Context: an optimization exercise on an open-source flow, tuned for small area, a short achievable clock period and few clock cycles per item. The choices shown serve that exercise and are no tape-out recipe. The RTL was checked by simulation tests, not by an equivalence proof against the original design. Power figures rest on the tool's default switching activity, not on a simulated workload.

--- flow/design.v ---
package cdq_pkg;
   localparam int DEPTH      = 128;
   localparam int DATA_WIDTH = 32;
   localparam int IDX_W      = $clog2(DEPTH);
   localparam int CNT_W      = $clog2(DEPTH + 1);
   localparam int OP_W      = 2;
   localparam int FIELD_W   = 32;
   localparam int STATUS_W  = 2;
   localparam int COUNT_W   = 8;
   localparam int REQ_RAW_W = OP_W + FIELD_W;
   localparam int REQ_W     = ((REQ_RAW_W + 7) / 8) * 8;
   localparam int RSP_RAW_W = STATUS_W + 3 * FIELD_W + 1 + COUNT_W;
   localparam int RSP_W     = ((RSP_RAW_W + 7) / 8) * 8;
   typedef logic [IDX_W-1:0]      idx_type;
   typedef logic [CNT_W-1:0]      cnt_type;
   typedef logic [DATA_WIDTH-1:0] data_type;
   localparam logic [1:0] STAT_DONE  = 2'd0;
   localparam logic [1:0] STAT_FULL  = 2'd1;
   localparam logic [1:0] STAT_EMPTY = 2'd2;
endpackage
module cdq_ctrl (
   input  logic                      clock,
   input  logic                      reset,
   input  logic                      req_tvalid,
   output logic                      req_tready,
   input  logic [cdq_pkg::REQ_W-1:0] req_tdata,
   input  logic                      rsp_tready,
   output logic                      rsp_tvalid,
   output logic                      a_move,    
   output logic                      exec,      
   output cdq_pkg::data_type         val,       
   output logic [cdq_pkg::DEPTH-1:0] sel,       
   output logic                      wr_en,     
   output logic [7:0]                wgrp,      
   output logic                      f_ch,      
   output logic                      f_zero,    
   output logic                      r_ch,      
   output logic                      r_zero,    
   output logic [1:0]                psel,      
   output logic [1:0]                status,
   output cdq_pkg::cnt_type          count,
   output logic                      empty
);
   localparam int RW = cdq_pkg::OP_W + cdq_pkg::DATA_WIDTH;
   localparam int CW = cdq_pkg::CNT_W;
   logic              s_valid, s_free, a_valid, b_valid, rsp_valid;
   logic [RW-1:0]     s_req, nxt;
   logic              b_free, a_free, take, load;
   logic [1:0]        op;
   logic              push, ok;
   cdq_pkg::idx_type  h, hm, hp, r, rm, rp, addr, a_addr;
   cdq_pkg::cnt_type  cnt, cnt_nx;
   logic              c_empty, c_one, c_full;
   logic              a_fch, a_fzero, a_rch, a_rzero;
   logic [1:0]        a_psel, a_status, b_status;
   cdq_pkg::cnt_type  a_cnt, b_cnt;
   assign exec       = b_valid && (!rsp_valid || rsp_tready);
   assign b_free     = !b_valid || exec;
   assign a_move     = a_valid && b_free;
   assign a_free     = !a_valid || b_free;
   assign req_tready = s_free;
   assign take       = req_tvalid && !s_valid && !reset;
   assign load       = a_free && (s_valid || take) && !reset;
   assign nxt        = s_valid ? s_req : req_tdata[RW-1:0];
   assign rsp_tvalid = rsp_valid;
   always_comb begin
      op     = nxt[1:0];
      push   = !op[1];
      ok     = push ? !c_full : !c_empty;
      cnt_nx = cnt;
      if (ok) cnt_nx = push ? cnt + 1'b1 : cnt - 1'b1;
      case (op)
         2'd0:    addr = hm;
         2'd1:    addr = rp;
         2'd2:    addr = hp;
         default: addr = rm;
      endcase
   end
   always_ff @(posedge clock) begin
      if (reset) begin
         s_valid   <= 1'b0;
         s_free    <= 1'b1;
         a_valid   <= 1'b0;
         b_valid   <= 1'b0;
         rsp_valid <= 1'b0;
         h         <= '0;
         hm        <= '1;
         hp        <= cdq_pkg::IDX_W'(1);
         r         <= '1;
         rm        <= cdq_pkg::IDX_W'(cdq_pkg::DEPTH - 2);
         rp        <= '0;
         cnt       <= '0;
         c_empty   <= 1'b1;
         c_one     <= 1'b0;
         c_full    <= 1'b0;
      end else begin
         if (s_valid) begin
            s_valid <= !a_free;
            s_free  <= a_free;
         end else begin
            s_valid <= take && !a_free;
            s_free  <= !(take && !a_free);
         end
         if (load)        a_valid <= 1'b1;
         else if (a_move) a_valid <= 1'b0;
         if (a_move)    b_valid <= 1'b1;
         else if (exec) b_valid <= 1'b0;
         if (exec) rsp_valid <= 1'b1;
         else if (rsp_tready) rsp_valid <= 1'b0;
         if (load && ok) begin
            case (op)
               2'd0: begin h <= hm; hp <= h; hm <= hm - 1'b1; end
               2'd1: begin r <= rp; rm <= r; rp <= rp + 1'b1; end
               2'd2: begin h <= hp; hm <= h; hp <= hp + 1'b1; end
               default: begin r <= rm; rp <= r; rm <= rm - 1'b1; end
            endcase
            cnt     <= cnt_nx;
            c_empty <= (cnt_nx == '0);
            c_one   <= (cnt_nx == CW'(1));
            c_full  <= (cnt_nx == CW'(cdq_pkg::DEPTH));
         end
      end
   end
   always_ff @(posedge clock) begin
      if (take) s_req <= req_tdata[RW-1:0];
      if (load) begin
         val      <= nxt[cdq_pkg::OP_W +: cdq_pkg::DATA_WIDTH];
         a_addr   <= addr;
         wr_en    <= push && ok;
         wgrp     <= (push && ok) ? 8'(1) << addr[6:4] : 8'd0;
         a_cnt    <= cnt_nx;
         a_status <= ok ? cdq_pkg::STAT_DONE :
                     (push ? cdq_pkg::STAT_FULL : cdq_pkg::STAT_EMPTY);
         a_psel   <= {ok && !push && op[0], ok && !push && !op[0]};
         if (push) begin
            a_fch   <= ok && (!op[0] || c_empty);
            a_rch   <= ok && (op[0] || c_empty);
            a_fzero <= 1'b0;
            a_rzero <= 1'b0;
         end else begin
            a_fch   <= !ok || c_one || !op[0];
            a_rch   <= !ok || c_one || op[0];
            a_fzero <= !ok || c_one;
            a_rzero <= !ok || c_one;
         end
      end
      if (a_move) begin
         f_ch     <= a_fch;
         f_zero   <= a_fzero;
         r_ch     <= a_rch;
         r_zero   <= a_rzero;
         psel     <= a_psel;
         b_status <= a_status;
         b_cnt    <= a_cnt;
      end
      sel <= cdq_pkg::DEPTH'(1) << (load ? addr : a_addr);
      if (exec) begin
         status <= b_status;
         count  <= b_cnt;
         empty  <= (b_cnt == '0);
      end
   end
endmodule
module cdq_dpath (
   input  logic                      clock,
   input  logic                      a_move,
   input  logic                      exec,
   input  cdq_pkg::data_type         val,
   input  logic [cdq_pkg::DEPTH-1:0] sel,
   input  logic                      wr_en,
   input  logic [7:0]                wgrp,
   input  logic                      f_ch,
   input  logic                      f_zero,
   input  logic                      r_ch,
   input  logic                      r_zero,
   input  logic [1:0]                psel,
   output cdq_pkg::data_type         front,
   output cdq_pkg::data_type         rear,
   output cdq_pkg::data_type         popped
);
   localparam int DW = cdq_pkg::DATA_WIDTH;
   logic [cdq_pkg::DEPTH-1:0][DW-1:0] mem;
   localparam int HALF = cdq_pkg::DEPTH / 2;
   cdq_pkg::data_type                 rd0, rd1, b_rd0, b_rd1, b_rd;
   always_comb begin
      rd0 = '0;
      rd1 = '0;
      for (int i = 0; i < HALF; i++) begin
         rd0 = rd0 | ({DW{sel[i]}} & mem[i]);
         rd1 = rd1 | ({DW{sel[HALF + i]}} & mem[HALF + i]);
      end
   end
   assign b_rd = b_rd0 | b_rd1;
   always_ff @(posedge clock) begin
      for (int i = 0; i < cdq_pkg::DEPTH; i++)
         if (wgrp[i / 16] && sel[i]) mem[i] <= val;
   end
   always_ff @(posedge clock) begin
      if (a_move) begin
         b_rd0 <= wr_en ? val : rd0;
         b_rd1 <= wr_en ? '0 : rd1;
      end
      if (exec && f_ch) front <= f_zero ? '0 : b_rd;
      if (exec && r_ch) rear  <= r_zero ? '0 : b_rd;
      if (exec) popped <= ({DW{psel[1]}} & rear) | ({DW{psel[0]}} & front);
   end
endmodule
module circular_deque (
   input  logic                      clock,
   input  logic                      reset,
   input  logic                      req_tvalid,
   output logic                      req_tready,
   input  logic [cdq_pkg::REQ_W-1:0] req_tdata,
   output logic                      rsp_tvalid,
   input  logic                      rsp_tready,
   output logic [cdq_pkg::RSP_W-1:0] rsp_tdata
);
   logic                      a_move, exec, wr_en, empty;
   logic                      f_ch, f_zero, r_ch, r_zero;
   logic [1:0]                psel, status;
   logic [7:0]                wgrp;
   logic [cdq_pkg::DEPTH-1:0] sel;
   cdq_pkg::data_type         val, front, rear, popped;
   cdq_pkg::cnt_type          count;
   cdq_ctrl u_ctrl (
      .clock      (clock),
      .reset      (reset),
      .req_tvalid (req_tvalid),
      .req_tready (req_tready),
      .req_tdata  (req_tdata),
      .rsp_tready (rsp_tready),
      .rsp_tvalid (rsp_tvalid),
      .a_move     (a_move),
      .exec       (exec),
      .val        (val),
      .sel        (sel),
      .wr_en      (wr_en),
      .wgrp       (wgrp),
      .f_ch       (f_ch),
      .f_zero     (f_zero),
      .r_ch       (r_ch),
      .r_zero     (r_zero),
      .psel       (psel),
      .status     (status),
      .count      (count),
      .empty      (empty)
   );
   cdq_dpath u_dpath (
      .clock  (clock),
      .a_move (a_move),
      .exec   (exec),
      .val    (val),
      .sel    (sel),
      .wr_en  (wr_en),
      .wgrp   (wgrp),
      .f_ch   (f_ch),
      .f_zero (f_zero),
      .r_ch   (r_ch),
      .r_zero (r_zero),
      .psel   (psel),
      .front  (front),
      .rear   (rear),
      .popped (popped)
   );
   assign rsp_tdata = {{(cdq_pkg::RSP_W - cdq_pkg::RSP_RAW_W){1'b0}},
                       count, empty, rear, front, popped, status};
endmodule
--- flow/run.sh ---
#!/bin/bash
# synth_recipe.tcl (not shown) runs the flow's synth.tcl, then flattens the netlist and writes it again
# the make line also repeats each setting of config.mk as NAME=value (left out here)
make -C /OpenROAD-flow-scripts/flow DESIGN_CONFIG=/design/flow/config.mk WORK_HOME=/design/flow/orfs CLKGATE_MAP_FILE= SYNTH_SCRIPT=/design/flow/synth_recipe.tcl finish
--- flow/config.mk ---
export PLATFORM = sky130hd
export DESIGN_NAME = circular_deque
export DESIGN_NICKNAME = circular_deque
export VERILOG_FILES = /design/flow/design.v
export SDC_FILE = /design/flow/constraint.sdc
export NUM_CORES = 4
export LEC_CHECK = 0
export CAP_MARGIN = 20
export CORE_MARGIN = 2
export CORE_UTILIZATION = 40
export SETUP_SLACK_MARGIN = 3.1
export SLEW_MARGIN = 20
--- flow/constraint.sdc ---
create_clock -name core_clock -period 6.0 [get_ports {clock}]
set_input_delay 1.2000 -clock core_clock [delete_from_list [all_inputs] [get_ports {clock}]]
set_output_delay 1.2000 -clock core_clock [all_outputs]
set_load 0.01 [all_outputs]
==> summary.txt, run 1 <==
* Post-Syn Area at 163000 µm²
* Wl on met1 at 220000 µm
* FF/Latch Area at 135000 µm²
* Clk latency of the worst-skew pair at 1.05 ns
* Hold_ws at 0.417 ns
* LEAKAGE at 58.9 nW
* Internal at 51.5 mW
* Worst-path clk slew at 0.06 ns
* Synth Warn # at 2
* Drt total wl at 694000 µm
* Crit. End Element: register
* Critical path launch point: u_ctrl.sel[38]
* Final Hold Fails at 0
* Gpl congestion at 0.908
* Setup violations, final at 0
* Worst R2R End: u_dpath.b_rd0[30]
* Slew Limit Fails at 0
* Top FF cell, synth: edfxtp_1
* Worst slew margin at 16.5%
* Met2 Routed Length at 298000 µm
* Sequential share of power at 53.5%
* Number of global-route vias before repair at 97500
* NetSw at 15.1 mW
* Dpl ws at 1.24 ns
* Setup_tns at 0 ns
* FF-to-FF setup slack at 2.90 ns
* Fin nets at 9306
* Final Util at 46.6%
* Clock Sink Count at 4565
* Data arrival time of the critical path at 3.70 ns
* Combinational power share at 4.8%
* EDFF count, synth at 4372
* Mapped Cells at 8667
* Drt drc at 0
* Dpl cells at 14200
* Worst path required time at 6.60 ns
* Worst-path fanout max at 18
* Commonest non-fill, non-tap cells in the layout: edfxtp_1 (4372), a22oi_1 (1204), clkbuf_16 (457)
* Port Buffers at 146
* Setup Crit Path Kind: register to register
* Layout area overhead at 16.1%
* Die Ht at 642 µm
* Core area at 406000 µm²
* DR vias at 107000
* Post-route ant nets at 0
* Sw Share at 22.7%
* Max-Cap Viols at 0
* CTS Root Cell: clkbuf_16
* Top Metal Used: met5
* Post-synthesis cell type count at 81
* Initial antenna violation count at 59
* Area of the multi-input gates at 26500 µm²
* Fill count at 33600
* Post-Place Cell Area at 173000 µm²
* Detail Route met3 WL at 115000 µm
* GR Util All Layers at 32.4%
* Largest net degree at the start of global routing at 130
* Clock Path Buffers at 4
* Slew @ Worst Pin at 1.25 ns
* TritonCTS clock tree: built
* Die width at 642 µm
* Achievable Freq at 0.323 GHz
* Clock share of power at 41.8%
* Cell Pwr Density at 353 nW/µm²
* First-pass GRT wire length at 900000 µm
* Dpl hpwl at 384000 µm
* Post-route minimum period at 3.10 ns
* Post-cts hold buffer count at 0
* IO Pins at 158
* Total gr overflow at 0
* Share of layout cells above drive strength 1 at 16.6%
* Clock Skew at 0.116 ns
* Maximum vdd drop at 291 µV
* Fin area at 189000 µm²
* Floorplan row count at 234
* Tcrit/Tclk final at 51.7%
* Initial core utilization at 40.1%
* H-tree levels at 5
* Hold Path Class: register to register
* RSZ-0062 raised after global routing: yes
* Post-DR vias/cell at 7.05
* Avg Cell Area, Syn at 18.8 µm²
* Critical Path Start Type: register
* Flops & latches, synth at 4565
* Final worst slack at 2.90 ns
* Critical Path End: u_dpath.b_rd0[30]
* First-pass DRT Iterations at 9
* First DRT Iteration DRCs at 22900
* Post-Layout Cell Count at 15100
* Total CTS buffers at 446
* Full die area at 412000 µm²
* Final Power at 66.7 mW
* Cells on worst reg2reg path at 5
* Most common cell after layout, fill and taps aside: edfxtp_1
* Wire per inst at 45.9 µm
* Asr flop ratio synth at 0%
* Status: finished clean
* Seq/Total Area, Yosys at 83.1%
* RR Startpoint: u_ctrl.sel[38]
==> worst min path at each step <==
stage | startpoint | endpoint | slack [ns] | cells after the start
after CTS | u_ctrl.a_cnt[0] | u_ctrl.b_cnt[0] | 0.42 | 0
after global routing | u_ctrl.b_status[1] | u_ctrl.status[1] | 0.43 | 0
after floorplan | u_ctrl.a_cnt[0] | u_ctrl.b_cnt[0] | 0.40 | 0
after global placement | u_ctrl.a_rch | u_ctrl.r_ch | 0.40 | 0
after detailed placement | u_ctrl.a_cnt[0] | u_ctrl.b_cnt[0] | 0.40 | 0
final | u_ctrl.a_cnt[0] | u_ctrl.b_cnt[0] | 0.42 | 0
==> cells in the mapped netlist (all sizes together), types with 72 or more instances <==
cell	instances	area, µm²
and2	133	832
nand4	370	2310
nor3	176	886
dfxtp	193	3860
edfxtp	4372	131000
a22oi	1205	9050
nand3	72	365
a221oi	409	3580
clkbuf	432	1620
nand2	120	453
a21oi	141	713
a22o	408	3570
nor2	149	581
buf	82	393
==> critical path: stages, from the launching register on <==
cell and delay (ns):
dfxtp_2 0.90, buf_4 0.48, a22oi_1 0.16, nand4_1 0.17, nor3_4 0.11, a21oi_1 0.81
==> area by class of cell <==
class / instances / area share [%]
tap: 5428 / 3.60
clock inverter: 260 / 1.26
timing repair buffer: 642 / 3.01
antenna: 77 / 0.102
clock buffer: 554 / 6.27
sequential: 4565 / 71.7
multi-input combinational: 3571 / 14.0
inverter: 25 / 0.0623
==> flip-flops by register name (all words and copies together) (netlist names), 8 cells and up <==
signal	flops
u_dpath.mem	4096
u_ctrl.sel	128
u_ctrl.s_req	34
u_ctrl.val	32
u_dpath.b_rd0	32
u_dpath.b_rd1	32
u_dpath.front	32
u_dpath.popped	32
u_dpath.rear	32
u_ctrl.a_cnt	8
u_ctrl.b_cnt	8
u_ctrl.cnt	8
u_ctrl.count	8
u_ctrl.wgrp	8
==> power groups by stage <==
stage	registers, mW	logic (mW)	clock network, mW
finish	35.6	3.20	27.8
detailed placement	36.3	2.85	0
floorplan	36.4	1.02	0
global placement	36.3	2.80	0
CTS	35.6	2.96	27.7
global route	35.6	3.20	28.9
==> logic make-up (layout without fill, tap and decap cells) <==
group	after synthesis	in the layout	share of synthesized area, %
flip-flops	4565	4565	83.1
AO/OA/AOI/OAI	2311	2311	11.1
XOR/XNOR	9	9	0.0484
adder cells (fa/ha/maj)	11	11	0.0892
buffers and inverters	539	1481	1.30
multiplexers	48	48	0.361
AND/OR/NAND/NOR	1183	1187	4.04
other	1	82	0.00230
==> per-layer routing <==
| metal | vias to the layer above | global-route usage [%] |
|---|---|---|
| met5 | - | 0.0694 |
| li1 | 37900 | - |
| met4 | 34 | 22.7 |
| met1 | 54000 | 39.8 |
| met2 | 11800 | 48.0 |
| met3 | 2890 | 11.3 |
==> what timing repair did <==
| item | 4_1_cts | 5_1_grt |
|---|---|---|
| setup buffers | 27 | 3 |
| pin swaps | 12 | 9 |
| cloned | 4 | 2 |
| resized for setup | 379 | 62 |
| endpoints found under the setup margin | 1118 | 196 |
Testbench counts, summed over its fixed seeds: cycles 12,824, items 12,800.
==> run 2: changes to the inputs <==
--- a/flow/config.mk
+++ b/flow/config.mk
@@ -9,4 +9,6 @@
 export CORE_MARGIN = 2
 export CORE_UTILIZATION = 40
+export CTS_CLUSTER_DIAMETER = 80
+export CTS_CLUSTER_SIZE = 30
 export SETUP_SLACK_MARGIN = 3.1
 export SLEW_MARGIN = 20
==> summary.txt, run 2 <==
* Share of layout cells above drive strength 1 at 13.7%
* Largest net degree at the start of global routing at 130
* Final Hold Fails at 0
* Gpl congestion at 0.908
* Most common cell after layout, fill and taps aside: edfxtp_1
* Post-route minimum period at 3.15 ns
* Critical-path top delay cell: dfxtp_2
* Tcrit/Tclk final at 52.5%
* Slew Limit Fails at 0
* Drt drc at 0
* Setup_tns at 0 ns
* Most numerous cell in the Yosys netlist: edfxtp_1
* Cells on worst reg2reg path at 5
* Hold depth at 0
* Yosys top cell by area: edfxtp_1
* Dpl hpwl at 384000 µm
* CP peak stage delay at 0.93 ns
* Clock Sink Count at 4565
* Post-synthesis cell type count at 81
* Asr flop ratio synth at 0%
* Worst-path clk slew at 0.12 ns
* Layout area overhead at 10.9%
* Seq/Total Area, Yosys at 83.1%
* First DRT Iteration DRCs at 23500
* Die width at 642 µm
* Clk latency of the worst-skew pair at 1.03 ns
* Die Ht at 642 µm
* Dpl ws at 1.24 ns
* Reg with most FFs: u_dpath.mem
* CP cell instances: buf_4 > a22oi_1 > nand4_1 > nor4_2 > a21oi_1
* Core area at 406000 µm²
* Clock Skew at 0.129 ns
* Fill count at 34300
* Worst path top cell family by delay: compound AO/OA/AOI/OAI gates
* IO Pins at 158
* CTS Root Cell: clkbuf_16
* Worst path required time at 6.65 ns
* FF-to-FF setup slack at 2.85 ns
* Achievable Freq at 0.317 GHz
* H-tree levels at 4
* Total gr overflow at 0
* Critical path launch point: u_ctrl.sel[8]
* Crit. End Element: register
* Drt total wl at 686000 µm
* Synth Warn # at 2
* Top cell type's share of synthesized area at 80.7%
* Status: finished clean
* Wire per inst at 47.1 µm
* Clock Path Buffers at 4
* Full die area at 412000 µm²
* Worst R2R End: u_dpath.b_rd0[7]
* Slew @ Worst Pin at 1.33 ns
* TritonCTS clock tree: built
* Number of global-route vias before repair at 94200
* Max-Cap Viols at 0
* Total CTS buffers at 191
* Initial antenna violation count at 51
* CP Buf/Inv Count at 1
* Post-Syn Area at 163000 µm²
* Avg Cell Area, Syn at 18.8 µm²
* Port Buffers at 146
* RR Startpoint: u_ctrl.sel[8]
* Data arrival time of the critical path at 3.80 ns
* EDFF count, synth at 4372
* Maximum vdd drop at 242 µV
* First-pass GRT wire length at 889000 µm
* Post-route ant nets at 0
* Worst slew margin at 11.7%
* WHS Endpoint: u_ctrl.f_zero
* Top flop regs: u_dpath.mem (4096), u_ctrl.sel (128), u_ctrl.s_req (34)
* First-pass DRT Iterations at 7
* RSZ-0062 raised after global routing: yes
* Critical Path Start Type: register
* Top FF cell, synth: edfxtp_1
* Floorplan row count at 234
* Hold Crit Start: u_ctrl.a_fzero
* Mapped Cells at 8667
* Commonest non-fill, non-tap cells in the layout: edfxtp_1 (4372), a22oi_1 (1204), buf_4 (446)
* Fin nets at 9062
* Worst-path fanout max at 19
* Max FFs per register at 4096
* GR Util All Layers at 32.1%
* DR vias at 104000
* Cell Pwr Density at 307 nW/µm²
* Final worst slack at 2.85 ns
* Hold Path Class: register to register
* Flops & latches, synth at 4565
* Setup Crit Path Kind: register to register
* Setup violations, final at 0
* Synth area leaders: edfxtp_1 (81%), a22oi_1 (5.6%), dfxtp_1 (2.4%)
* LEAKAGE at 54.7 nW
* Post-DR vias/cell at 7.12
* Synth cell count leaders: edfxtp_1 (4372), a22oi_1 (1205), clkbuf_1 (430), a221oi_1 (409), a22o_1 (408)
* Initial core utilization at 40.1%
run 2: cell counts after synthesis:
Identical to the previous run, type by type.
run 2: power by group:
group	switching, mW	leakage [nW]	internal [mW]
clock	10.2	2.81	6.35
combinational	2.47	10.9	0.707
sequential	0.265	41.0	35.3
total	12.9	54.7	42.4
run 2: what timing repair did:
action                     4_1_cts  5_1_grt
buffers inserted                35        7
gates cloned                     5        0
setup endpoints to repair     1113      206
gates resized for setup        406       60
hold buffers                     0        0
pin swaps                       13        4
run 2: layout make-up:
type                            count  area, µm²  share of cell area, %
Tap cell                         5428       6790                   3.77
Antenna cell                       52        130                 0.0721
Multi-Input combinational cell   3571      26500                   14.7
Inverter                           25        125                 0.0694
Clock buffer                      220       5010                   2.78
Timing Repair Buffer              653       5720                   3.17
Sequential cell                  4565     135000                   75.0
Clock inverter                     52        761                  0.422
run 2: routing by layer:
metal / wire length [µm] / global-route usage (%) / share of wire (%) / vias to the layer above
li1: - / - / - / 37000
met1: 219000 / 40.1 / 32 / 53000
met2: 296000 / 48.4 / 43 / 11100
met3: 111000 / 10.0 / 16 / 2615
met4: 60200 / 21.0 / 8.8 / 18
met5: 269 / 0 / 0.039 / -
run 2: kinds of logic after synthesis:
family	synth area share, %
DFF	83.1
buffers and inverters	1.30
muxes	0.361
other	0.00230
and+or+nand+nor	4.04
xor gates and xnor gates	0.0484
AOI/OAI and AO/OA	11.1
adders and majority gates	0.0892
run 2: worst max path at each step:
stage | cells after the start | endpoint | slack (ns)
after floorplan | 11 | u_ctrl.c_one | 2.48
after global routing | 5 | u_dpath.b_rd0[7] | 3.03
final | 5 | u_dpath.b_rd0[7] | 2.85
after detailed placement | 10 | u_ctrl.c_one | 1.24
after CTS | 8 | u_dpath.b_rd0[31] | 3.02
after global placement | 11 | u_ctrl.sel[116] | 1.10
run 2: metrics by stage:
step / hold WS, ns / instances / util, % / power [mW] / cell area, µm²
finish: 0.424 / 14600 / 44.5 / 55.3 / 180000
global route: 0.435 / 14500 / 44.5 / 56.1 / 180000
detailed placement: 0.405 / 14200 / 42.8 / 39.1 / 173000
floorplan: 0.400 / 8671 / - / 37.5 / 163000
CTS: 0.426 / 14500 / 44.4 / 54.9 / 180000
global placement: 0.404 / 14200 / 42.7 / 39.1 / 173000
run 2: worst reg2reg max path: cells and delay by family, from the launching register on:
| family | cells | cell delay [ns] |
|---|---|---|
| compound gates | 2 | 0.99 |
| buf+inv | 1 | 0.69 |
| flops | 1 | 0.93 |
| simple gates | 2 | 0.25 |
==> run 3: changes to the inputs <==
--- a/flow/design.v
+++ b/flow/design.v
@@ -32,5 +32,5 @@
    output logic [cdq_pkg::DEPTH-1:0] sel,       
    output logic                      wr_en,     
-   output logic [7:0]                wgrp,      
+   output logic [cdq_pkg::DEPTH-1:0] wsel,      
    output logic                      f_ch,      
    output logic                      f_zero,    
@@ -128,5 +128,4 @@
          a_addr   <= addr;
          wr_en    <= push && ok;
-         wgrp     <= (push && ok) ? 8'(1) << addr[6:4] : 8'd0;
          a_cnt    <= cnt_nx;
          a_status <= ok ? cdq_pkg::STAT_DONE :
@@ -154,5 +153,7 @@
          b_cnt    <= a_cnt;
       end
-      sel <= cdq_pkg::DEPTH'(1) << (load ? addr : a_addr);
+      sel  <= cdq_pkg::DEPTH'(1) << (load ? addr : a_addr);
+      wsel <= (load ? (push && ok) : wr_en) ?
+              cdq_pkg::DEPTH'(1) << (load ? addr : a_addr) : '0;
       if (exec) begin
          status <= b_status;
@@ -169,5 +170,5 @@
    input  logic [cdq_pkg::DEPTH-1:0] sel,
    input  logic                      wr_en,
-   input  logic [7:0]                wgrp,
+   input  logic [cdq_pkg::DEPTH-1:0] wsel,
    input  logic                      f_ch,
    input  logic                      f_zero,
@@ -181,23 +182,26 @@
    localparam int DW = cdq_pkg::DATA_WIDTH;
    logic [cdq_pkg::DEPTH-1:0][DW-1:0] mem;
-   localparam int HALF = cdq_pkg::DEPTH / 2;
-   cdq_pkg::data_type                 rd0, rd1, b_rd0, b_rd1, b_rd;
+   localparam int NQ = 4;
+   localparam int QW = cdq_pkg::DEPTH / NQ;
+   cdq_pkg::data_type                 rdq [NQ];
+   cdq_pkg::data_type                 b_rdq [NQ];
+   cdq_pkg::data_type                 b_rd;
    always_comb begin
-      rd0 = '0;
-      rd1 = '0;
-      for (int i = 0; i < HALF; i++) begin
-         rd0 = rd0 | ({DW{sel[i]}} & mem[i]);
-         rd1 = rd1 | ({DW{sel[HALF + i]}} & mem[HALF + i]);
-      end
-   end
-   assign b_rd = b_rd0 | b_rd1;
+      for (int q = 0; q < NQ; q++) begin
+         rdq[q] = '0;
+         for (int i = 0; i < QW; i++)
+            rdq[q] = rdq[q] | ({DW{sel[q * QW + i]}} & mem[q * QW + i]);
+      end
+   end
+   assign b_rd = b_rdq[0] | b_rdq[1] | b_rdq[2] | b_rdq[3];
    always_ff @(posedge clock) begin
       for (int i = 0; i < cdq_pkg::DEPTH; i++)
-         if (wgrp[i / 16] && sel[i]) mem[i] <= val;
+         if (wsel[i]) mem[i] <= val;
    end
    always_ff @(posedge clock) begin
       if (a_move) begin
-         b_rd0 <= wr_en ? val : rd0;
-         b_rd1 <= wr_en ? '0 : rd1;
+         b_rdq[0] <= wr_en ? val : rdq[0];
+         for (int q = 1; q < NQ; q++)
+            b_rdq[q] <= wr_en ? '0 : rdq[q];
       end
       if (exec && f_ch) front <= f_zero ? '0 : b_rd;
@@ -219,5 +223,5 @@
    logic                      f_ch, f_zero, r_ch, r_zero;
    logic [1:0]                psel, status;
-   logic [7:0]                wgrp;
+   logic [cdq_pkg::DEPTH-1:0] wsel;
    logic [cdq_pkg::DEPTH-1:0] sel;
    cdq_pkg::data_type         val, front, rear, popped;
@@ -236,5 +240,5 @@
       .sel        (sel),
       .wr_en      (wr_en),
-      .wgrp       (wgrp),
+      .wsel       (wsel),
       .f_ch       (f_ch),
       .f_zero     (f_zero),
@@ -253,5 +257,5 @@
       .sel    (sel),
       .wr_en  (wr_en),
-      .wgrp   (wgrp),
+      .wsel   (wsel),
       .f_ch   (f_ch),
       .f_zero (f_zero),
==> summary.txt, run 3 <==
* Critical path launch point: u_dpath.popped[24]
* Avg Cell Area, Syn at 18.9 µm²
* CTS Root Cell: clkbuf_16
* Drt total wl at 587000 µm
* Post-route ant nets at 0
* Max-Cap Viols at 0
* Clk latency of the worst-skew pair at 1.00 ns
* LEAKAGE at 55.5 nW
* Number of global-route vias before repair at 91400
* Die width at 649 µm
* Asr flop ratio synth at 0%
* Initial antenna violation count at 34
* Top cell type's share of synthesized area at 79.9%
* Critical-path top delay cell: edfxtp_1
* Floorplan row count at 236
* Cells on worst reg2reg path at 5
* TritonCTS clock tree: built
* Post-synthesis cell type count at 64
* FF-to-FF setup slack at 2.84 ns
* Clock Path Buffers at 4
* Full die area at 421000 µm²
* Crit. End Element: output port
* Worst slew margin at 16.0%
* DR vias at 98000
* Total CTS buffers at 190
* Flops & latches, synth at 4749
* Hold Path Class: register to register
* Tcrit/Tclk final at 55.1%
* Final Hold Fails at 0
* First DRT Iteration DRCs at 18700
* Gpl congestion at 0.893
* Wire per inst at 40.0 µm
* RSZ-0062 raised after global routing: yes
* Reg with most FFs: u_dpath.mem
* Max FFs per register at 4096
* Mapped Cells at 8817
* RR Startpoint: u_ctrl.sel[73]
* Critical Path Stages at 1
* Achievable Freq at 0.302 GHz
* Synth Warn # at 4
* Worst path required time at 4.80 ns
* IO Pins at 158
* Dpl ws at 1.09 ns
* Synth cell count leaders: edfxtp_1 (4427), a22oi_1 (896), a22o_1 (576), a221oi_1 (546), nor2_1 (445)
* Setup_tns at 0 ns
* First-pass DRT Iterations at 8
* Total gr overflow at 0
* Dpl hpwl at 303000 µm
* Slew Limit Fails at 0
* Top FF cell, synth: edfxtp_1
* Cell Pwr Density at 310 nW/µm²
* CP peak stage delay at 0.87 ns
* Data arrival time of the critical path at 2.11 ns
* Clock Skew at 0.0829 ns
* Critical Path Start Type: register
* Fin area at 183000 µm²
* Post-DR vias/cell at 6.68
* Seq/Total Area, Yosys at 83.8%
* Drt drc at 0
* Maximum vdd drop at 230 µV
* Fill count at 34800
* Post-Syn Area at 166000 µm²
* CP cell instances: buf_2
* Post-route minimum period at 3.31 ns
* Largest net degree at the start of global routing at 130
* Share of layout cells above drive strength 1 at 12.2%
* Port Buffers at 146
* Post-Place Cell Area at 176000 µm²
* Die Ht at 649 µm
* Setup Crit Path Kind: register to output port
* Clock Sink Count at 4749
* GR Util All Layers at 26.7%
* EDFF count, synth at 4427
* Setup violations, final at 0
* Yosys top cell by area: edfxtp_1
* Worst-path clk slew at 0.11 ns
* Layout area overhead at 10.2%
* CP Buf/Inv Count at 1
* Initial core utilization at 40.2%
* Slew @ Worst Pin at 1.25 ns
* Synth area leaders: edfxtp_1 (80%), a22oi_1 (4.0%), dfxtp_1 (3.9%)
* Fin nets at 9123
* H-tree levels at 4
* Status: finished clean
* Worst path top cell family by delay: flip-flops
* Final worst slack at 2.69 ns
* Core area at 414000 µm²
* First-pass GRT wire length at 778000 µm
* Critical Path End: rsp_tdata[26]
* Most numerous cell in the Yosys netlist: edfxtp_1
* Worst R2R End: u_dpath.b_rdq[2][2]
* Commonest non-fill, non-tap cells in the layout: edfxtp_1 (4427), a22oi_1 (896), a22o_1 (576)
* Worst-path fanout max at 10
* Most common cell after layout, fill and taps aside: edfxtp_1
## run 3: cell count changes in the layout (fill, tap and decap cells not counted), sizes merged, moves of 55 or more
cell	change
dfxtp	+129
edfxtp	+55
a22o	+168
and2	-127
nor2	+295
buf	-142
a22oi	-309
a221oi	+137
## run 3: worst min-delay path by stage
stage                        from          endpoint  slack (ns)  cells past startpoint
4_1_cts              u_ctrl.a_fch       u_ctrl.f_ch        0.43                      0
3_5_place_dp         u_ctrl.a_fch       u_ctrl.f_ch        0.41                      0
6_report             u_ctrl.a_fch       u_ctrl.f_ch        0.43                      0
3_3_place_gp   u_ctrl.b_status[0]  u_ctrl.status[0]        0.41                      0
2_1_floorplan     u_ctrl.a_cnt[0]   u_ctrl.b_cnt[0]        0.40                      0
5_1_grt              req_tdata[1]   u_ctrl.s_req[1]        0.45                      1
## run 3: kinds of logic after synthesis
family / count (synthesis) / synth area share, %
flip-flops: 4749 / 83.8
AO/OA/AOI/OAI: 2241 / 10.9
AND/OR/NAND/NOR: 1220 / 3.59
buffers and inverters: 527 / 1.21
multiplexers: 56 / 0.398
XOR/XNOR: 12 / 0.0632
adder cells (fa/ha/maj): 11 / 0.0872
other: 1 / 0.00225
## run 3: per-layer routing
| layer | part of all wire, % | global-route usage, % | vias to the layer above | wire length, µm |
|---|---|---|---|---|
| met3 | 13 | 6.20 | 1386 | 78900 |
| met4 | 5.6 | 11.9 | 30 | 32700 |
| met1 | 35 | 35.2 | 51200 | 207000 |
| met2 | 46 | 42.3 | 8094 | 267000 |
| li1 | - | - | 37300 | - |
| met5 | 0.068 | 0 | - | 397 |
## run 3: metrics by stage
| stage | std cells | hold WS [ns] | utilization (%) | total power [mW] |
|---|---|---|---|---|
| 2_1_floorplan | 8821 | 0.400 | - | 39.0 |
| 3_3_place_gp | 14300 | 0.411 | 42.6 | 40.8 |
| 3_5_place_dp | 14300 | 0.407 | 42.7 | 40.8 |
| 4_1_cts | 14600 | 0.434 | 44.2 | 56.6 |
| 5_1_grt | 14700 | 0.447 | 44.3 | 57.9 |
| 6_report | 14700 | 0.434 | 44.3 | 56.8 |
## run 3: cell type report
class	instances	area (µm²)	share of cell area [%]
repair inverters	2	22.5	0.0123
multi-input cells	3548	26000	14.2
well taps	5474	6850	3.74
clock buffers	232	5020	2.74
inverters	53	255	0.139
repair buffers	524	4460	2.44
flip-flops and latches	4749	140000	76.4
diodes	39	97.6	0.0532
clock inverters	48	604	0.330
## run 3: power by group
| part | leakage [nW] | internal (mW) | switching, mW |
|---|---|---|---|
| combinational | 10.0 | 0.797 | 2.54 |
| clock | 2.73 | 6.38 | 9.99 |
| sequential | 42.7 | 36.6 | 0.466 |
## run 3: timing repair
item / 4_1_cts / 5_1_grt
cloned: 1 / 5
endpoints found under the setup margin: 461 / 206
pin swaps: 10 / 10
endpoints found under the hold margin: 0 / 0
resized for setup: 310 / 34
hold buffers: 0 / 0
buffers inserted: 43 / 36
Testbench counts of run 3, summed over its fixed seeds: cycles 12,824, items 12,800.
==> run 4: changes to the inputs <==
--- a/flow/config.mk
+++ b/flow/config.mk
@@ -9,6 +9,6 @@
 export CORE_MARGIN = 2
 export CORE_UTILIZATION = 40
-export CTS_CLUSTER_DIAMETER = 80
-export CTS_CLUSTER_SIZE = 30
+export CTS_CLUSTER_DIAMETER = 60
+export CTS_CLUSTER_SIZE = 20
 export SETUP_SLACK_MARGIN = 3.1
 export SLEW_MARGIN = 20
==> summary.txt, run 4 <==
* Status: finished clean
* Fin area at 187000 µm²
* Die width at 649 µm
* RSZ-0062 raised after global routing: yes
* Dpl cells at 14300
* Maximum vdd drop at 248 µV
* Synth area leaders: edfxtp_1 (80%), a22oi_1 (4.0%), dfxtp_1 (3.9%)
* Setup violations, final at 0
* Dpl hpwl at 303000 µm
* Data arrival time of the critical path at 2.13 ns
* Reg with most FFs: u_dpath.mem
* Clk latency of the worst-skew pair at 0.98 ns
* Initial antenna violation count at 30
* TritonCTS clock tree: built
* Worst-path clk slew at 0.08 ns
* Max FFs per register at 4096
* Critical-path top delay cell: edfxtp_1
* Cell Pwr Density at 332 nW/µm²
* Post-Place Cell Area at 176000 µm²
* Mapped Cells at 8817
* First-pass DRT Iterations at 9
* Initial core utilization at 40.2%
* Post-Syn Area at 166000 µm²
* Final Util at 45.2%
* LEAKAGE at 57.3 nW
* Yosys top cell by area: edfxtp_1
* DR vias at 99000
* Top FF cell, synth: edfxtp_1
* Crit. End Element: output port
* Setup_tns at 0 ns
* First DRT Iteration DRCs at 18300
* Total CTS buffers at 309
* Floorplan row count at 236
* GR Util All Layers at 26.9%
* Wire per inst at 39.7 µm
* H-tree levels at 5
* CP cell instances: buf_2
* CP peak stage delay at 0.90 ns
* Synth Warn # at 4
* Full die area at 421000 µm²
* Core area at 414000 µm²
* Tcrit/Tclk final at 55.5%
* Post-Layout Cell Count at 14900
* Asr flop ratio synth at 0%
* Die Ht at 649 µm
* Achievable Freq at 0.300 GHz
* Post-route ant nets at 0
* Max-Cap Viols at 0
* Drt total wl at 590000 µm
* Setup Crit Path Kind: register to output port
* EDFF count, synth at 4427
* Number of global-route vias before repair at 92700
* Commonest non-fill, non-tap cells in the layout: edfxtp_1 (4427), a22oi_1 (896), a22o_1 (576)
* Clock Skew at 0.0498 ns
* IO Pins at 158
* Slew @ Worst Pin at 1.29 ns
* Post-DR vias/cell at 6.66
* Most numerous cell in the Yosys netlist: edfxtp_1
* Post-cts hold buffer count at 0
* Hold Path Class: register to register
* Critical Path Start Type: register
* Drt drc at 0
* Fin nets at 9225
* Seq/Total Area, Yosys at 83.8%
* Top cell type's share of synthesized area at 79.9%
* Post-synthesis cell type count at 64
* Gpl congestion at 0.893
* Most common cell after layout, fill and taps aside: edfxtp_1
* CTS Root Cell: clkbuf_16
* CP Buf/Inv Count at 1
* Worst path top cell family by delay: flip-flops
* Worst-path fanout max at 10
* Worst slew margin at 13.9%
* Post-route minimum period at 3.33 ns
* First-pass GRT wire length at 785000 µm
* Share of layout cells above drive strength 1 at 13.7%
* Synth cell count leaders: edfxtp_1 (4427), a22oi_1 (896), a22o_1 (576), a221oi_1 (546), nor2_1 (445)
* Slew Limit Fails at 0
* Clock Path Buffers at 4
* Final Power at 62.2 mW
* Clock Sink Count at 4749
* Final Hold Fails at 0
* Layout area overhead at 12.5%
* Flops & latches, synth at 4749
* Total gr overflow at 0
* Avg Cell Area, Syn at 18.9 µm²
* Largest net degree at the start of global routing at 130
* Worst path required time at 4.80 ns
* Port Buffers at 146
[run 4: cell counts after synthesis]
No cell type changed its count.
[run 4: routing by layer]
layer / global-route usage, % / share of wire [%] / wire length, µm / vias to the layer above
li1: - / - / - / 37600
met1: 35.2 / 35 / 209000 / 51800
met2: 42.6 / 46 / 270000 / 8164
met3: 6.84 / 13 / 79600 / 1385
met4: 12.1 / 5.4 / 31600 / 16
met5: 0 / 0.016 / 95 / -
[run 4: cell families (layout without fill, tap and decap cells)]
| kind of cell | Yosys count | count (layout) | share of synthesized area, % |
|---|---|---|---|
| AOI/OAI and AO/OA | 2241 | 2241 | 10.9 |
| xor gates and xnor gates | 12 | 12 | 0.0632 |
| adders and majority gates | 11 | 11 | 0.0872 |
| buffers and inverters | 527 | 1036 | 1.21 |
| DFF | 4749 | 4749 | 83.8 |
| muxes | 56 | 58 | 0.398 |
| other | 1 | 52 | 0.00225 |
| and+or+nand+nor | 1220 | 1222 | 3.59 |
[run 4: final timing paths]
path                                          from  slack [ns]  depth (start not counted)                  end
worst min-delay path                  u_ctrl.a_fch        0.43                          0          u_ctrl.f_ch
worst min register to register        u_ctrl.a_fch        0.43                          0          u_ctrl.f_ch
worst max register to register      u_ctrl.sel[80]        2.81                          5  u_dpath.b_rdq[2][1]
worst max-delay path            u_dpath.popped[24]        2.67                          1        rsp_tdata[26]
[run 4: where the power goes]
group          internal [mW]  leakage, nW  switching, mW
combinational          0.787         9.98           2.54
sequential              36.6         42.7          0.467
clock                   10.4         4.65           11.3
total                   47.8         57.3           14.3
[run 4: layout make-up]
| cell class | instances | area (µm²) |
|---|---|---|
| Fill cell | 34500 | 227000 |
| Sequential cell | 4749 | 140000 |
| Multi-Input combinational cell | 3549 | 26100 |
| Clock buffer | 354 | 8050 |
| Tap cell | 5474 | 6850 |
| Timing Repair Buffer | 506 | 4350 |
| Clock inverter | 121 | 1470 |
| Inverter | 53 | 248 |
| Antenna cell | 47 | 118 |
| Timing Repair inverter | 2 | 17.5 |
[run 4: per-stage QoR]
stage / setup WS (ns) / hold WS [ns]
finish: 2.67 / 0.431
detailed placement: 1.09 / 0.407
floorplan: 1.96 / 0.400
CTS: 2.73 / 0.427
global route: 2.73 / 0.448
global placement: 1.25 / 0.411
[run 4: repair_timing]
| action | in CTS | in global routing |
|---|---|---|
| resized for setup | 262 | 50 |
| gates cloned | 3 | 4 |
| setup endpoints to repair | 461 | 217 |
| setup buffers | 38 | 22 |
| pin swaps | 10 | 8 |
==> run 5: changes to the inputs <==
--- a/flow/config.mk
+++ b/flow/config.mk
@@ -8,7 +8,7 @@
 export CAP_MARGIN = 20
 export CORE_MARGIN = 2
-export CORE_UTILIZATION = 40
-export CTS_CLUSTER_DIAMETER = 60
-export CTS_CLUSTER_SIZE = 20
+export CORE_UTILIZATION = 45
+export CTS_CLUSTER_DIAMETER = 70
+export CTS_CLUSTER_SIZE = 25
 export SETUP_SLACK_MARGIN = 3.1
 export SLEW_MARGIN = 20
==> summary.txt, run 5 <==
* Final Power at 58.2 mW
* Total gr overflow at 0
* CTS Root Cell: clkbuf_16
* Maximum vdd drop at 265 µV
* Clk latency of the worst-skew pair at 0.99 ns
* CP Buf/Inv Count at 1
* Final Hold Fails at 0
* RR Startpoint: u_ctrl.sel[81]
* EDFF count, synth at 4427
* Fin nets at 9114
* Slew Limit Fails at 0
* Reg with most FFs: u_dpath.mem
* Critical path launch point: u_dpath.popped[2]
* Critical-path top delay cell: edfxtp_1
* Cell Pwr Density at 317 nW/µm²
* Setup_tns at 0 ns
* Die Ht at 612 µm
* FF/Latch Area at 140000 µm²
* Synth area leaders: edfxtp_1 (80%), a22oi_1 (4.0%), dfxtp_1 (3.9%)
* GR Util All Layers at 30.6%
* Post-Syn Area at 166000 µm²
* Yosys top cell by area: edfxtp_1
* Drt drc at 0
* DR vias at 97900
* Floorplan row count at 223
* Worst-path clk slew at 0.10 ns
* Total CTS buffers at 224
* Full die area at 375000 µm²
* Wire per inst at 41.6 µm
* Post-route ant nets at 0
* Tcrit/Tclk final at 59.1%
* First-pass GRT wire length at 781000 µm
* Top cell type's share of synthesized area at 79.9%
* Hold_ws at 0.416 ns
* Port Buffers at 146
* TritonCTS clock tree: built
* Most numerous cell in the Yosys netlist: edfxtp_1
* Layout area overhead at 10.2%
* Max FFs per register at 4096
* Post-DR vias/cell at 6.93
* Gpl congestion at 0.914
* Seq/Total Area, Yosys at 83.8%
* Status: finished clean
* First-pass DRT Iterations at 6
* Post-route minimum period at 3.54 ns
* Top FF cell, synth: edfxtp_1
* Clock Skew at 0.0604 ns
* Hold Crit Start: u_ctrl.a_psel[1]
* Die width at 612 µm
* Setup Crit Path Kind: register to output port
* Initial antenna violation count at 31
* CP cell instances: buf_2
* Post-synthesis cell type count at 64
* Mapped Cells at 8817
* LEAKAGE at 55.8 nW
* First DRT Iteration DRCs at 18900
* Asr flop ratio synth at 0%
* Core area at 369000 µm²
* Share of layout cells above drive strength 1 at 12.2%
* RSZ-0062 raised after global routing: yes
* Worst path required time at 4.80 ns
* Achievable Freq at 0.282 GHz
* Setup violations, final at 0
* Post-cts hold buffer count at 0
* Dpl hpwl at 302000 µm
* Clock Sink Count at 4749
* Critical Path Start Type: register
* Drt total wl at 588000 µm
* H-tree levels at 4
* Max-Cap Viols at 0
* IO Pins at 158
* Slew @ Worst Pin at 1.19 ns
* Final Util at 49.7%
* Initial core utilization at 45.1%
* Clock Path Buffers at 4
* Commonest non-fill, non-tap cells in the layout: edfxtp_1 (4427), a22oi_1 (896), a22o_1 (576)
* Synth Warn # at 4
* CP peak stage delay at 1.08 ns
* Data arrival time of the critical path at 2.34 ns
* Avg Cell Area, Syn at 18.9 µm²
* Flops & latches, synth at 4749
* Largest net degree at the start of global routing at 131
* Number of global-route vias before repair at 90800
* Worst path top cell family by delay: flip-flops
* Hold Path Class: register to register
* Crit. End Element: output port
* Worst slew margin at 20.1%
* Fill count at 29600
* Area of the multi-input gates at 26100 µm²
* Worst-path fanout max at 1
* Most common cell after layout, fill and taps aside: edfxtp_1
* Synth cell count leaders: edfxtp_1 (4427), a22oi_1 (896), a22o_1 (576), a221oi_1 (546), nor2_1 (445)
## run 5: cell counts after synthesis
No cell type changed its count.
## run 5: layout make-up
cell class                 count  area share [%]
inverter                      53           0.138
timing repair buffer         482            2.23
clock inverter                46           0.355
antenna                       10          0.0137
timing repair inverter         2         0.00819
multi-input combinational   3547            14.2
tap                         4950            3.38
sequential                  4749            76.4
clock buffer                 291            3.30
## run 5: stage by stage
step                      std cells  setup slack [ns]  cell area, µm²
after floorplan                8821              1.96          167000
after global placement        13700              1.12          176000
after detailed placement      13700              1.02          176000
after CTS                     14100              2.59          183000
after global routing          14100              2.48          183000
final                         14100              2.46          183000
## run 5: report_power, final
| part | switching [mW] | internal (mW) | total (mW) |
|---|---|---|---|
| sequential | 0.461 | 36.6 | 37.1 |
| combinational | 2.51 | 0.749 | 3.26 |
| clock | 10.3 | 7.58 | 17.8 |
## run 5: repair_timing
action | CTS | global route
gates cloned | 3 | 1
buffers inserted | 45 | 8
setup endpoints to repair | 462 | 251
resized for setup | 285 | 54
pin swaps | 12 | 4
## run 5: cell families (layout without fill, tap and decap cells)
| group | Yosys count | after routing | synth area share [%] |
|---|---|---|---|
| mux | 56 | 58 | 0.398 |
| compound gates | 2241 | 2241 | 10.9 |
| buf+inv | 527 | 874 | 1.21 |
| simple gates | 1220 | 1220 | 3.59 |
| other cells | 1 | 15 | 0.00225 |
| fa+ha+maj | 11 | 11 | 0.0872 |
| xor+xnor | 12 | 12 | 0.0632 |
| flops | 4749 | 4749 | 83.8 |
## run 5: worst paths after layout
path,cells past startpoint,end,slack [ns]
setup / recovery,1,rsp_tdata[4],2.46
hold / removal,0,u_ctrl.psel[1],0.42
setup reg to reg,6,u_dpath.b_rdq[2][21],2.93
hold reg to reg,0,u_ctrl.psel[1],0.42
## run 5: metal layers
layer  share of wire (%)  wire (µm)  up-vias  GRT usage, %
met5               0.018        106        -             0
met4                 5.2      30300       18          12.9
met3                  13      77300     1281          7.46
met2                  46     268000     7829          47.9
met1                  36     212000    51500          41.1
li1                    -          -    37200             -

-- re-timing with driven ports --
The results above use ideal ports. As a check the final layouts listed here were re-extracted and re-timed, cells and wires unchanged.
Step 1 (the two cells are an assumption about what drives the block):
set clk [get_ports {clock}]
set_driving_cell -lib_cell sky130_fd_sc_hd__clkbuf_16 $clk
set_driving_cell -lib_cell sky130_fd_sc_hd__buf_2 [delete_from_list [all_inputs] $clk]
Step 2, shift: input delay + t, output delay - t, t = (earliest + latest rising clock arrival at the registers) / 2. This alone moves slack from input paths to output paths.
Slacks: no drivers / after step 1 / after step 2; pairs: no drivers / after step 1.
run | t (ns) | setup WS [ns] | slew at the worst register clock pin (ns)
run 1 | 1.099 | 2.899 / 2.899 / 2.153 | 0.07 / 0.07
run 2 | 1.087 | 2.849 / 2.849 / 2.149 | 0.12 / 0.12
run 3 | 1.078 | 2.694 / 2.575 / 2.223 | 0.12 / 0.12
run 4 | 1.081 | 2.670 / 2.549 / 2.136 | 0.09 / 0.09
run 5 | 1.060 | 2.457 / 2.352 / 2.174 | 0.11 / 0.11
After both steps setup and hold are still met in every run listed. The setup slack of run 1, which loses most, moves by 0.000 ns with the drivers and by -0.746 ns with both steps.
